From an optimization exercise on the open Yosys and OpenROAD flow, aimed at small area, a short achievable clock period and few clock cycles per item; shortcuts taken in it are not production practice.
Function was checked by simulation only, so behaviour that the tests miss may differ from the original.
Power and IR drop assume default switching activity.

## flow/design.v (module list and top-level ports; edited modules follow where they fit)
// module poly1305_fold5: 25 lines
// module poly1305_reduce: 2782 lines
module poly1305_reduce
(
  input  logic           clk,
  input  logic           rst,
  input  logic           start,
  input  logic [P_W-1:0] P,
  output logic [H_W-1:0] H,
  output logic           ready,
  output logic           busy
);
  // ...
==> flow/flow/run.sh <==
#!/bin/bash
# Layout flow: the standard layout (standard.sh: ORFS with the standard flow's synthesis, config and
# constraints), except that the port buffers buffer_ports inserts are buf_1 cells instead of
# the cell it picks by default (clkdlybuf4s50_1, a slow delay cell). Every port still gets
# its buffer. The full output of the run is kept in standard_flow.log in this folder; ORFS
# keeps each step's own log under orfs/logs/.
set -euo pipefail
bash standard.sh "BUFFER_PORTS_ARGS=-buffer_cell sky130_fd_sc_hd__buf_1" finish > standard_flow.log 2>&1
==> flow/standard.sh <==
#!/bin/bash
# synth_recipe.tcl (not shown) runs the flow's synth.tcl, then flattens the netlist and writes it again
# the make line also repeats each setting of config.mk as NAME=value (left out here)
make -C /OpenROAD-flow-scripts/flow DESIGN_CONFIG=/design/flow/config.mk WORK_HOME=/design/flow/orfs CLKGATE_MAP_FILE= SYNTH_SCRIPT=/design/flow/synth_recipe.tcl "${@:-finish}"
==> flow/config.mk <==
export PLATFORM = sky130hd
export DESIGN_NAME = poly1305_reduce
export DESIGN_NICKNAME = poly1305_reduce
export VERILOG_FILES = /design/flow/design.v
export SDC_FILE = /design/flow/constraint.sdc
export NUM_CORES = 4
export LEC_CHECK = 0
export CAP_MARGIN = 20
export CORE_MARGIN = 2
export CORE_UTILIZATION = 40
export SETUP_SLACK_MARGIN = 2.5
export SLEW_MARGIN = 20
==> flow/constraint.sdc <==
create_clock -name core_clock -period 6.0 [get_ports {clk}]
set_input_delay 1.2000 -clock core_clock [delete_from_list [all_inputs] [get_ports {clk}]]
set_output_delay 1.2000 -clock core_clock [all_outputs]
set_load 0.01 [all_outputs]
==> results by group, run 1 <==
Timing
  • Slew headroom: 55.43%
  • RSZ-0062 raised after global routing: yes
  • Fin crit period: 5902 ps
  • Final WS setup: 98.46 ps

Final layout
  • Largest Register: s0
  • Area-dominant class: multi-input combinational cells
  • Comb_multi_in: 1263
  • Largest regs: s0 x125, tpre2 x9
  • Seq/total area: 14.27%
  • Most frequent cells in the layout: 274 x buf_1, 184 x buf_4, 174 x inv_1, 155 x dfxtp_1, 150 x fa_1
  • Num sequential: 158
  • Fraction of area in non-clock buffers: 19.47%

Pwr
  • Internal: 0.004104 W
  • P per Cell Area: 322.5 nW/um^2
  • Clock Power Share: 14.8%
  • Combinational group share of total power: 58.9%
  • Leak: 9.934 nW

Detailed routing
  • DR vias: 13690
  • Met2 WL: 21.78 mm
  • Via-per-instance ratio: 4.824
  • Detailed Route Iter0 Violations: 378

GRT
  • M2 GR Usage: 37.48%

Synthesis
  • Synth area leader: fa_1
  • Async S/R FF share, synth: 0.6329%
  • Adder-cell share of the synthesized area: 34.50%
  • Main combinational cell family by area after synthesis: adder cells
  • Synth Area in Simple Gates: 16.83%
  • Syn avg cell area: 9.345 sq um

Clocking
  • Clock tree buffer depth: 2

Hold path
  • Type of the worst min-delay path: in2async

Worst setup path
  • CP endpoint: H[4]

Status
  • Outcome: timing/DRC/antenna clean
Testbench counts, summed over its fixed seeds: cycles 1,600, items 1,600.
==> inputs of run 2 (changes only) <==
--- a/flow/design.v
+++ b/flow/design.v
@@ -50,16 +50,26 @@
   logic [NB-1:0] kbr;
   logic [NB-1:0] bg;
   logic [NB-1:0] bp;
   logic [NB-1:0] bgr;
   logic [NB-1:0] bpr;
   logic [NB-1:0] kb2;
   logic          cprer;
   logic [4:0]    lr;
+  logic [4:0]    lr1;
+  logic          kk2;
+  logic          e1s;
+  logic          e1n;
+  logic          e2n;
+  logic          e1r;
+  logic          e2r;
+  logic [4:0]    l5;
+  logic [4:0]    l10;
+  logic [4:0]    hl2;
   logic [NB-1:0] tpre;
   logic [NB-1:0] ppre;
   logic          kk;
   logic          proot;
   logic          kl;
   logic          e1;
   logic          e2;
   logic          late;
@@ -1787,30 +1797,32 @@
   assign bg[6] = kb[5] & ap[6];
   assign bp[6] = kb[5] ? ((&sum1[111:97]) & ~sum1[96]) : ap[6];
   assign bg[7] = kb[6] & ap[7];
   assign bp[7] = kb[6] ? ((&sum1[127:113]) & ~sum1[112]) : ap[7];
   assign bg[8] = kb[7] & ap[8];
   assign bp[8] = kb[7] ? (sum1[129] & ~sum1[128]) : ap[8];
   assign qt     = {1'b0, u[130]} + {1'b0, v[130]};
   assign l_next = {1'b0, sum1[4:0]} + {2'b00, qt, 2'b00} + {4'b0000, qt};
-  assign kbr   = kb;
-  assign bgr   = bg;
-  assign bpr   = bp;
-  assign cprer = l_next[5];
-  assign lr    = l_next[4:0];
   always_ff @(posedge clk) begin
-    s0     <= sum1[129:5];
-    tpre2  <= tpre;
-    ppre2  <= ppre;
-    late2  <= late;
-    c2     <= c;
-    H[4:0] <= hl;
-    kb2    <= kb;
+    s0    <= sum1[129:5];
+    lr    <= l_next[4:0];
+    cprer <= l_next[5];
+    kbr   <= kb;
+    bgr   <= bg;
+    bpr   <= bp;
+    e1r   <= e1n;
+    e2r   <= e2n;
   end
+  assign kb2    = kbr;
+  assign tpre2  = tpre;
+  assign ppre2  = ppre;
+  assign late2  = late;
+  assign c2     = c;
+  assign H[4:0] = hl;
   always_ff @(posedge clk or posedge rst) begin
     if (rst) ready <= 1'b0;
     else     ready <= start;
   end
   assign busy = 1'b0;
   logic ch_p0_1;
   assign ch_p0_1 = bpr[1] & bpr[0];
   logic ch_g0_3;
@@ -1877,21 +1889,27 @@
   assign ppre[7] = ch_p2_6;
   assign tpre[8] = ch_g2_7 | (ch_p2_7 & cprer);
   assign ppre[8] = ch_p2_7;
   assign tpre[0] = cprer;
   assign ppre[0] = 1'b1;
   assign kk = kl | ch_g3_8 | (ch_p3_8 & cprer);
   assign proot = ch_p3_8;
   assign kl    = kbr[NB-1];
-  assign e1    = (lr >= 5'd27);
-  assign e2    = (lr >= 5'd22);
+  assign e1n   = (l_next[4:0] >= 5'd27);
+  assign e2n   = (l_next[4:0] >= 5'd22);
+  assign e1    = e1r;
+  assign e2    = e2r;
   assign late  = kk & e1;
   assign c     = proot & ~cprer & (kl ? e2 : e1);
-  assign hl    = lr + ((c & kl) ? 5'd10 : (c | kk) ? 5'd5 : 5'd0);
+  assign l5    = lr + 5'd5;
+  assign l10   = lr + 5'd10;
+  assign hl    = (c & kl) ? l10 : (c | kk) ? l5 : lr;
+  assign e1s   = (lr >= 5'd27);
+  assign hl2   = (c2 & kb2[NB-1]) ? l10 : (c2 | kk2) ? l5 : lr;
   assign t[0] = tpre2[0] | (ppre2[0] & late2);
   logic i0_a0_1;
   assign i0_a0_1 = s0[6] & s0[5];
   logic i0_a0_3;
   assign i0_a0_3 = s0[8] & s0[7];
   logic i0_a0_5;
   assign i0_a0_5 = s0[10] & s0[9];
   logic i0_a0_7;
==> flow/config.mk (replaced) <==
export PLATFORM = sky130hd
export DESIGN_NAME = poly1305_reduce
export DESIGN_NICKNAME = poly1305_reduce
export VERILOG_FILES = /design/flow/design.v
export SDC_FILE = /design/flow/constraint.sdc
export NUM_CORES = 4
export LEC_CHECK = 0
export ABC_AREA = 1
export CAP_MARGIN = 20
export CORE_MARGIN = 2
export CORE_UTILIZATION = 40
export SETUP_SLACK_MARGIN = 2.5
export SLEW_MARGIN = 20
==> run 2 against run 1 <==
Effect of this change: area after synthesis rose by 8.0%; largest cell class unchanged; critical endpoint is now H[29]; setup slack improved by 1300 ps; non-clock buffer count fell by 171; combinational power fell by 7.6%; routed wire length rose by 8.1%; count of clock-buffer cells in the layout rose by 1; die area rose by 7.8%; via count rose by 13%; clock power fell by 4%.
==> results by group, run 2 <==
GRT
  • Largest net degree at the start of global routing: 46
  • Met1 GRT Util: 27.06%
  • Busiest layer in global routing: met2
  • Total grt overflow: 0
  • Met3 usage: 2.602%
  • First-pass GRT wire length: 72.55 mm
  • Initial antenna violation count: 0
  • GRT Overall Usage: 21.20%
  • M2 GR Usage: 37.74% (+0.26 points)
  • Vias in the first global route: 15390

Final layout
  • Commonest non-fill, non-tap cell in the layout: nand2_1
  • Max FFs per register: 125
  • Largest Register: s0
  • Most frequent cells in the layout: 429 x nand2_1, 387 x inv_1, 251 x buf_1, 162 x nor2_1, 153 x dfxtp_1
  • Layout area overhead: 32.22%
  • Post-route insts no fill: 3238
  • Fill count: 3886
  • Largest regs: s0 x125, bpr x9, kbr x9
  • ANT cells: 0
  • Final net count: 3269
  • Layout cells sized above 1: 23.91%

Place
  • RD Place Congestion: 0.8488
  • Dpl cells: 3082
  • Post-DP HPWL: 37.31 mm
  • Worst slack, placed: 1353 ps
  • Buffers on Ports: 392

Synthesis
  • Multiplexer area fraction after synthesis: 0%
  • Async S/R FF share, synth: 0.6250% (-0.0079 points)
  • Area contributors post-synth: fa_1 21%, dfxtp_1 19%, ha_1 11%
  • Share of the synthesized area in the top cell type: 20.58%
  • Number of flops mapped to enable cells by yosys: 0
  • Seq cells post-synth: 160
  • Main combinational cell family by area after synthesis: adder cells
  • Synth Area in XOR/XNOR: 3.690%
  • Synth Area in Simple Gates: 27.71% (+11 points)
  • Adder-cell share of the synthesized area: 31.76% (-2.7 points)
  • Top post-synthesis cells by count: 472 x nand2_1, 423 x inv_1, 200 x nor2_1, 168 x fa_1, 159 x dfxtp_1
  • Syn avg cell area: 7.535 sq um (-19%)
  • Gate Count Post-Synth: 2169
  • Synth Cell Area: 16340 sq um
  • Compound-Gate Fraction of Synth Area: 6.714%
  • Synth Flop Type: dfxtp_1
  • Synth Net Count: 2745
  • Synth area leader: fa_1
  • Post-synth cell types: 52
  • Register area share after synthesis: 19.63%
  • Most common cell in the synthesized netlist: nand2_1
  • Synth Warn #: 1

Clocking
  • Root Buffer Master: clkbuf_16
  • CTS Buf Count: 17
  • Worst-path clk slew: 80 ps
  • CTS tree: built
  • H-tree depth: 4
  • Clock tree buffer depth: 2 (unchanged)
  • Cts-stage hold buffer count: 0
  • CTS sink count: 160

Worst setup path
  • Startpoint types: flip-flop
  • Most used cell, CP: nor2_4
  • WP data required: 4800 ps
  • Worst EP arrival: 3370 ps
  • Top delay family on crit path: simple AND/OR/NAND/NOR gates
  • Critical path peak fanout: 5
  • CP endpoint: H[29]
  • Setup Crit Path Kind: reg2out
  • WP depth: 22
  • Buf/Inv on CP: 5
  • Crit-path cells: inv_2 > nor3_4 > nand3_1 > nand2_1 > inv_2 > nand2_4 > nand2_8 > nand2_8 > buf_4 > buf_6 > nand2_4 > fa_2 > nor2_4 > nand3_4 > nor2_4 > nand4_4 > nor2_4 > and3_4 > nand3_1 > nand2_1 > nor2_1 > buf_2
  • CP Capture Type: primary output
  • Max incr delay on CP: 370 ps
  • Slowest CP cell: dfxtp_4
  • Critical path launch point: bpr[3]

Detailed routing
  • Post-route ant nets: 0
  • DR vias: 15460 (+13%)
  • DRC violations left: 0
  • Detailed Route Iter0 Violations: 602 (+59%)
  • Routed WL: 46.51 mm
  • Via-per-instance ratio: 4.774 (-1.0%)
  • WL/cell: 14.36 um
  • Drt pass-1 iters: 5

Pwr
  • VDD IR max: 0.1423 mV
  • Tot Pwr: 0.006802 W
  • P per Cell Area: 314.8 nW/um^2 (-2.4%)
  • Leak: 10.83 nW (+9.0%)

Timing
  • Slew Viols, Final: 0
  • Slew headroom: 50.86% (-4.6 points)
  • RSZ-0062 raised after global routing: yes
  • Final WS setup: 1428 ps (+1329 ps)
  • Hold Violations, Final: 0
  • Final period util: 76.21%
  • Setup TNS: 0 ps
  • Worst-margin pin slew: 737.1 ps
  • Final setup violation count: 0
  • Fin crit period: 4572 ps (-1329 ps)
  • Fmax achieved: 0.2187 GHz
  • Hold Slack: 569.4 ps

Floorplanning
  • Starting Density: 40.30%
  • Ports: 394
  • Die Area: 42490 sq um
  • Core ar.: 40550 sq um
  • Num rows: 74
  • Die height: 206.1 um
  • Die width: 206.1 um

Status
  • Outcome: timing/DRC/antenna clean

Hold path
  • Type of the worst min-delay path: in2async

Flow run
  • Max cap viols: 0
## run 2: worst min path at each step
stage	from	to	slack [ps]	cells after the start
2_1_floorplan	rst	ready	930	1
3_3_place_gp	rst	ready	1010	2
3_5_place_dp	rst	ready	1010	2
4_1_cts	rst	ready	550	2
5_1_grt	rst	ready	560	2
6_report	rst	ready	570	2
## run 2: layout make-up
type	count	area [sq um]	area share, %
multi-input cells	1567	12750	58.99
flip-flops and latches	160	3221	14.90
repair buffers	518	2794	12.93
inverters	429	1632	7.551
well taps	532	665.6	3.080
clock buffers	20	446.7	2.067
clock inverters	12	102.6	0.4748
## run 2: stage by stage
| step | utilization (%) | instance area [sq um] |
|---|---|---|
| after floorplan | - | 16560 |
| after global placement | 45.91 | 18620 |
| after detailed placement | 45.91 | 18620 |
| after CTS | 50.96 | 20660 |
| after global routing | 53.28 | 21610 |
| final | 53.28 | 21610 |
## run 2: cells by family after synthesis
family | after synthesis
xor+xnor | 68
buf+inv | 443
flops | 160
other cells | 1
compound gates | 200
simple gates | 983
fa+ha+maj | 314
## run 2: what timing repair did
item	CTS	global route
pin swaps	139	123
setup endpoints to repair	138	138
gates resized for setup	282	174
buffers inserted	82	41
cloned	1	0
## run 2: report_power, final
part	switching, W	total [W]	internal, W
registers	0.000410	0.00188	0.00147
logic	0.00230	0.00390	0.00160
clock network	0.000472	0.00102	0.000550
total	0.00318	0.00680	0.00362
## run 2: metal layers
metal | vias up | share of wire (%)
met2 | 334 | 49
met4 | 0 | 2.4
met1 | 7238 | 44
li1 | 7838 | -
met5 | - | 0
met3 | 48 | 4.3
Testbench counts of run 2, summed over its fixed seeds: cycles 1,600, items 1,600.

==> separate check: timing with driven ports <==
The results above use ideal ports. As a check the final layouts listed here were re-extracted and re-timed, cells and wires unchanged. Step 1, drivers: a clkbuf_16 drives clk and a buf_2 each remaining input, both assumed. Step 2, shift: input delay + t, output delay - t, t = (earliest + latest rising clock arrival at the registers) / 2. This alone moves slack from input paths to output paths. Slacks: ideal ports / drivers / drivers and shift; pairs: ideal ports / drivers.
| run | t, ns | setup slack, ns | worst setup path at the end | pins driven straight from the clock port |
|---|---|---|---|---|
| run 1 | 0.479 | 0.098 / 0.116 / -0.363 | input to register | 1 |
| run 2 | 0.466 | 1.428 / 1.373 / 1.839 | register to output | 1 |
Met with ideal ports but missed after step 2: setup timing in run 1. For run 1, which loses most, drivers alone change the setup slack by +0.018 ns; drivers and shift together by -0.461 ns.
